Context: an optimization exercise on an open-source flow, tuned for small area, a short achievable clock period and few clock cycles per item. The choices shown serve that exercise and are no tape-out recipe. Only simulation tests tie the RTL to the original design; equivalence was not proved.

$ cat flow/config.mk
export PLATFORM = sky130hd
export DESIGN_NAME = multi_dataflow_core
export DESIGN_NICKNAME = multi_dataflow_core
export VERILOG_FILES = /design/flow/design.v
export SDC_FILE = /design/flow/constraint.sdc
export NUM_CORES = 4
export LEC_CHECK = 0
export CAP_MARGIN = 20
export CORE_MARGIN = 2
export CORE_UTILIZATION = 40
export SLEW_MARGIN = 20
$ cat flow/constraint.sdc
create_clock -name core_clock -period 8.5 [get_ports {ap_clk}]
set_input_delay 1.7000 -clock core_clock [delete_from_list [all_inputs] [get_ports {ap_clk}]]
set_output_delay 1.7000 -clock core_clock [all_outputs]
set_load 0.01 [all_outputs]
$ cat flow/design.v
module multi_dataflow_core #(
  parameter int DATA_W     = 32,
  parameter int FIFO_DEPTH = 4
) (
  input  logic                          ap_clk,
  input  logic                          ap_rst,
  input  logic [DATA_W-1:0]             in0_data,
  output logic                          in0_full_n,
  input  logic                          in0_write,
  input  logic [DATA_W-1:0]             in1_data,
  output logic                          in1_full_n,
  input  logic                          in1_write,
  output logic [DATA_W-1:0]             out0_data,
  input  logic                          out0_full_n,
  output logic                          out0_write,
  output logic [DATA_W-1:0]             out1_data,
  input  logic                          out1_full_n,
  output logic                          out1_write,
  input  logic [7:0]                    ID
);
  localparam int AW = (FIFO_DEPTH > 1) ? $clog2(FIFO_DEPTH) : 1;
  localparam int CW = AW + 1;
  localparam logic [CW-1:0] FULL_CNT = CW'(FIFO_DEPTH);
  logic [1:0]              wr_req;
  logic [1:0]              push;
  logic [1:0]              full_n;
  logic [1:0]              nonempty;
  logic [1:0]              out_ready;
  logic [1:0]              out_valid;
  logic [1:0]              slot_free;
  logic [1:0][DATA_W-1:0]  wr_data;
  logic [1:0][DATA_W-1:0]  head;
  logic [1:0][DATA_W-1:0]  res;
  logic [1:0][DATA_W-1:0]  out_data;
  logic                    id_ok;
  logic                    fire;
  assign wr_req     = {in1_write, in0_write};
  assign wr_data[0] = in0_data;
  assign wr_data[1] = in1_data;
  assign in0_full_n = full_n[0];
  assign in1_full_n = full_n[1];
  assign push = wr_req & full_n;
  assign out_ready = {out1_full_n, out0_full_n};
  assign slot_free = ~out_valid | out_ready;
  assign fire      = (&nonempty) & id_ok & (&slot_free);
  always_comb begin
    id_ok  = 1'b0;
    res[0] = '0;
    res[1] = '0;
    case (ID)
      8'd1: begin
        id_ok  = 1'b1;
        res[0] = head[0] + head[1];
        res[1] = head[0] - head[1];
      end
      8'd2: begin
        id_ok  = 1'b1;
        res[0] = head[0] * head[1];
        res[1] = head[0] ^ head[1];
      end
      default: ;
    endcase
  end
  for (genvar ch = 0; ch < 2; ch++) begin : g_fifo
    logic [DATA_W-1:0] mem [FIFO_DEPTH];
    logic [AW-1:0]     wr_ptr;
    logic [AW-1:0]     rd_ptr;
    logic [CW-1:0]     count;
    logic [CW-1:0]     count_nxt;
    logic              full_n_q;
    assign head[ch]     = mem[rd_ptr];
    assign nonempty[ch] = (count != '0);
    assign full_n[ch]   = full_n_q;
    always_comb begin
      count_nxt = count;
      if (push[ch] && !fire)
        count_nxt = count + 1'b1;
      else if (!push[ch] && fire)
        count_nxt = count - 1'b1;
    end
    always_ff @(posedge ap_clk or negedge ap_rst) begin
      if (!ap_rst) begin
        wr_ptr   <= '0;
        rd_ptr   <= '0;
        count    <= '0;
        full_n_q <= 1'b1;
      end else begin
        if (push[ch])
          wr_ptr <= wr_ptr + 1'b1;
        if (fire)
          rd_ptr <= rd_ptr + 1'b1;
        count    <= count_nxt;
        full_n_q <= (count_nxt != FULL_CNT);
      end
    end
    always_ff @(posedge ap_clk) begin
      if (push[ch])
        mem[wr_ptr] <= wr_data[ch];
    end
  end
  for (genvar ch = 0; ch < 2; ch++) begin : g_slot
    logic              valid_q;
    logic [DATA_W-1:0] data_q;
    assign out_valid[ch] = valid_q;
    assign out_data[ch]  = data_q;
    always_ff @(posedge ap_clk or negedge ap_rst) begin
      if (!ap_rst) begin
        valid_q <= 1'b0;
        data_q  <= '0;
      end else if (fire) begin
        valid_q <= 1'b1;
        data_q  <= res[ch];
      end else if (valid_q && out_ready[ch]) begin
        valid_q <= 1'b0;
      end
    end
  end
  assign out0_data  = out_data[0];
  assign out1_data  = out_data[1];
  assign out0_write = out_valid[0] & out0_full_n;
  assign out1_write = out_valid[1] & out1_full_n;
endmodule
$ cat flow/run.sh
#!/bin/bash
# synth_recipe.tcl (not shown) runs the flow's synth.tcl, then flattens the netlist and writes it again
# the make line also repeats each setting of config.mk as NAME=value (left out here)
make -C /OpenROAD-flow-scripts/flow DESIGN_CONFIG=/design/flow/config.mk WORK_HOME=/design/flow/orfs CLKGATE_MAP_FILE= SYNTH_SCRIPT=/design/flow/synth_recipe.tcl finish
==> notes.md <==
per-layer routing:
layer  vias to the layer above  track usage (%)
li1                      10126                -
met1                     11557             33.0
met2                       976             39.2
met3                       226             4.77
met4                         0             8.92
met5                         -                0
sequential cells by signal, indices dropped and copies added, names as in the netlist:
name,flops
g_fifo.mem,256
g_slot.data_q,64
g_fifo.count,6
g_fifo.rd_ptr,4
g_fifo.wr_ptr,4
g_fifo.full_n_q,2
g_slot.valid_q,2
layout by cell type (no fill, tap or decap), types with 9 or more instances in the layout:
cell | Yosys | routed
a21oi_1 | 100 | 99
dfrtp_1 | 80 | 78
a22o_1 | 15 | 15
edfxtp_1 | 256 | 256
nor3_1 | 11 | 11
xnor2_1 | 94 | 94
nand2b_1 | 12 | 12
mux2_2 | 23 | 21
o31ai_1 | 10 | 10
fa_1 | 410 | 410
and2_1 | 27 | 27
xor2_1 | 27 | 27
or3_1 | 9 | 9
clkinv_1 | 12 | 13
inv_1 | 453 | 453
nand2_1 | 349 | 346
ha_1 | 199 | 199
inv_2 | 13 | 13
nor2b_1 | 10 | 10
clkdlybuf4s50_1 | 0 | 144
mux2i_1 | 86 | 86
a221oi_1 | 12 | 12
clkbuf_16 | 0 | 40
and3_1 | 17 | 17
a21o_1 | 37 | 37
o21ai_0 | 72 | 71
buf_4 | 0 | 122
o21a_1 | 10 | 10
nand3_1 | 12 | 12
o21bai_1 | 9 | 9
nor2_1 | 360 | 360
o22ai_1 | 11 | 10
mux4_2 | 22 | 22
logic make-up after synthesis:
logic type / Yosys count / share of synthesized area, %
fa+ha+maj: 613 / 34.3
xor+xnor: 121 / 3.38
buf+inv: 608 / 7.34
compound gates: 365 / 7.73
mux: 132 / 5.19
flops: 338 / 31.1
simple gates: 834 / 11.0
per-stage QoR:
stage,setup TNS [ns],area (sq um)
finish,0,36100
global route,0,36100
CTS,0,36000
detailed placement,-0.0839,34600
global placement,-0.0475,34600
floorplan,0,31300
critical path, delay by kind of cell, from the launching register on:
| family | cells | cell delay [ns] |
|---|---|---|
| AOI/OAI and AO/OA | 4 | 1.17 |
| xor gates and xnor gates | 1 | 0.14 |
| and+or+nand+nor | 3 | 0.32 |
| buffers and inverters | 7 | 0.93 |
| muxes | 2 | 0.43 |
| DFF | 1 | 0.58 |
| adders and majority gates | 10 | 4.54 |
synthesized netlist by cell type, types with 37 or more instances:
master | n | area, sq um
clkbuf_1 | 107 | 402
a21oi_1 | 100 | 500
fa_1 | 410 | 8210
xnor2_1 | 94 | 823
a21o_1 | 37 | 278
inv_1 | 453 | 1700
o21ai_0 | 72 | 360
mux2i_1 | 86 | 861
nor2_1 | 360 | 1350
edfxtp_1 | 256 | 7690
ha_1 | 199 | 2490
nand2_1 | 349 | 1310
dfrtp_1 | 80 | 2000
worst max-delay path by stage:
stage / end / slack (ns) / depth (start not counted)
6_report: g_slot[0].data_q[25] / 0.29 / 27
5_1_grt: g_slot[0].data_q[31] / 0.02 / 28
4_1_cts: g_slot[0].data_q[24] / 0.11 / 29
3_5_place_dp: g_slot[0].data_q[24] / -0.06 / 29
3_3_place_gp: g_slot[0].data_q[24] / -0.05 / 29
2_1_floorplan: g_slot[0].data_q[31] / 0.56 / 30
repair_timing:
| action | in CTS | in global routing |
|---|---|---|
| gates resized for setup | 1 | 13 |
| buffers inserted | 0 | 1 |
| gates cloned | 0 | 1 |
| setup endpoints to repair | 2 | 10 |
final cells by class:
cell class,instances,area [sq um],area share [%]
well taps,1040,1300,3.61
clock inverters,20,279,0.773
diodes,2,5.00,0.0139
inverters,478,1800,4.98
flip-flops and latches,338,9750,27.0
multi-input cells,2065,19400,53.7
repair buffers,276,2530,7.01
clock buffers,50,1060,2.93
==> flow_summary.json <==
{
  "wl_per_cell_um": 23.0,
  "cts_hold_buf": 0,
  "final_util_pct": 46.6,
  "final_antenna_net_count": 0,
  "gp_congestion": 0.990,
  "hold_viol_final": 0,
  "cpPeakStageDelay_ns": 0.58,
  "fp.dieW_um": 284,
  "ios": 146,
  "syn-cell-area_sq_um": 31300,
  "finalSetupViolCount": 0,
  "cts.path.max_buffers": 3,
  "slew_headroom_pct": 38.6,
  "rows": 102,
  "grt_overflow": 0,
  "pre_cts_ws_ns": -0.0586,
  "layout.cells.non_filler": 4269,
  "skew_ns": 0.0305,
  "endpoint_kind": "register",
  "min_to": "g_slot[0].data_q[13]",
  "syn_to_final_growth_pct": 15.1,
  "min_path_type": "register to register",
  "grt_max_degree": 61,
  "finalMaxSlewViolations": 0,
  "m1WireLength_um": 39900,
  "ys.flop_type": "edfxtp_1",
  "cts_root_buf": "clkbuf_16",
  "highest_layer": "met4",
  "synth-edff-count": 256,
  "cp_slowest_cell": "dfrtp_4",
  "rrSetupSlack_ns": 0.29,
  "cp.required_ns": 8.98,
  "crit_arrival_ns": 8.68,
  "vias_per_cell": 5.36,
  "synth_seq_cells": 338,
  "ys_types": 73,
  "path_max_fanout": 16,
  "drive_gt1_share_pct": 8.61,
  "final_nets": 3885,
  "postSynthCellCount": 3011,
  "die_y_um": 284,
  "syn_area_per_cell_sq_um": 10.4,
  "synth_warnings": 1,
  "antenna_found_initial": 3,
  "regToRegStartpoint": "g_fifo[1].rd_ptr[1]",
  "timing.final.crit_period_ns": 8.21,
  "postRouteWirelength_um": 98100,
  "async_reset_ff_share_pct": 24.3,
  "worstSetupStartpoint": "g_fifo[1].rd_ptr[1]",
  "io_buffers": 145,
  "worst_slew_pin_slew_ns": 0.919,
  "reg2reg_to": "g_slot[0].data_q[25]",
  "initial_utilization_pct": 40.5,
  "cts.reportedPaths.clkPinSlew_ns": 0.06,
  "cts_tree": "built",
  "dr.pass1.iters": 6,
  "synth_nets": 3698,
  "setup_ws_ns": 0.295,
  "cts_sinks": 338,
  "drtIter0Drc": 2211,
  "fillers": 7330,
  "dieArea_sq_um": 80600,
  "post-route-period-util_pct": 96.5,
  "whs_ns": 0.474,
  "path_common_cell": "fa_1",
  "placed_cells": 4195,
  "fmax_mhz": 122,
  "core_area_sq_um": 77500,
  "holdCritStartpoint": "g_slot[0].data_q[13]",
  "run_status": "finished clean",
  "cap_violations": 0,
  "cts.htree.levels": 2,
  "vias": 22885,
  "cts_made_buffers": 39,
  "synth_seq_area_share_pct": 31.1,
  "first_global_vias": 23787,
  "critical_path_class": "register to register",
  "worstRegToRegCells": 27,
  "clk_latency_ns": 0.59,
  "dpl.hpwl_um": 77500,
  "routed-wl-met3_um": 8850,
  "grtUsageTotal_pct": 24.5,
  "cp-start-kind": "register",
  "grt_pass1_wl_um": 148000,
  "drc": 0,
  "min_delay_path_depth": 2,
  "grt_setup_unrepaired": "false",
  "met2_length_um": 45000
}
Testbench counts, summed over its fixed seeds: cycles 8,256, items 8,192.

## separate check: timing with driven ports
How much do the figures lean on ideal ports? The routed layout below was timed once more, with nothing changed but the port constraints.
Step 1: set_driving_cell puts a clkbuf_16 on ap_clk and a buf_2 on each other input, an assumption about the parent block.
Step 2 moves the port delays by t, midway between the first and last clock arrival at a register: inputs arrive t later, outputs are due t later. That takes back most of the time a late clock gives input paths.
a / b / c = ideal / step 1 / step 2; a / b = the first two.
t (ns): 0.643
slack for setup (ns): 0.295 / 0.295 / 0.295
latest minus earliest clock arrival (ns): 0.030 / 0.031
worst register clock-pin slew, ns: 0.06 / 0.06
After both steps setup and hold are still met in this run. The setup slack of this run moves by 0.000 ns with the drivers and by 0.000 ns with both steps.
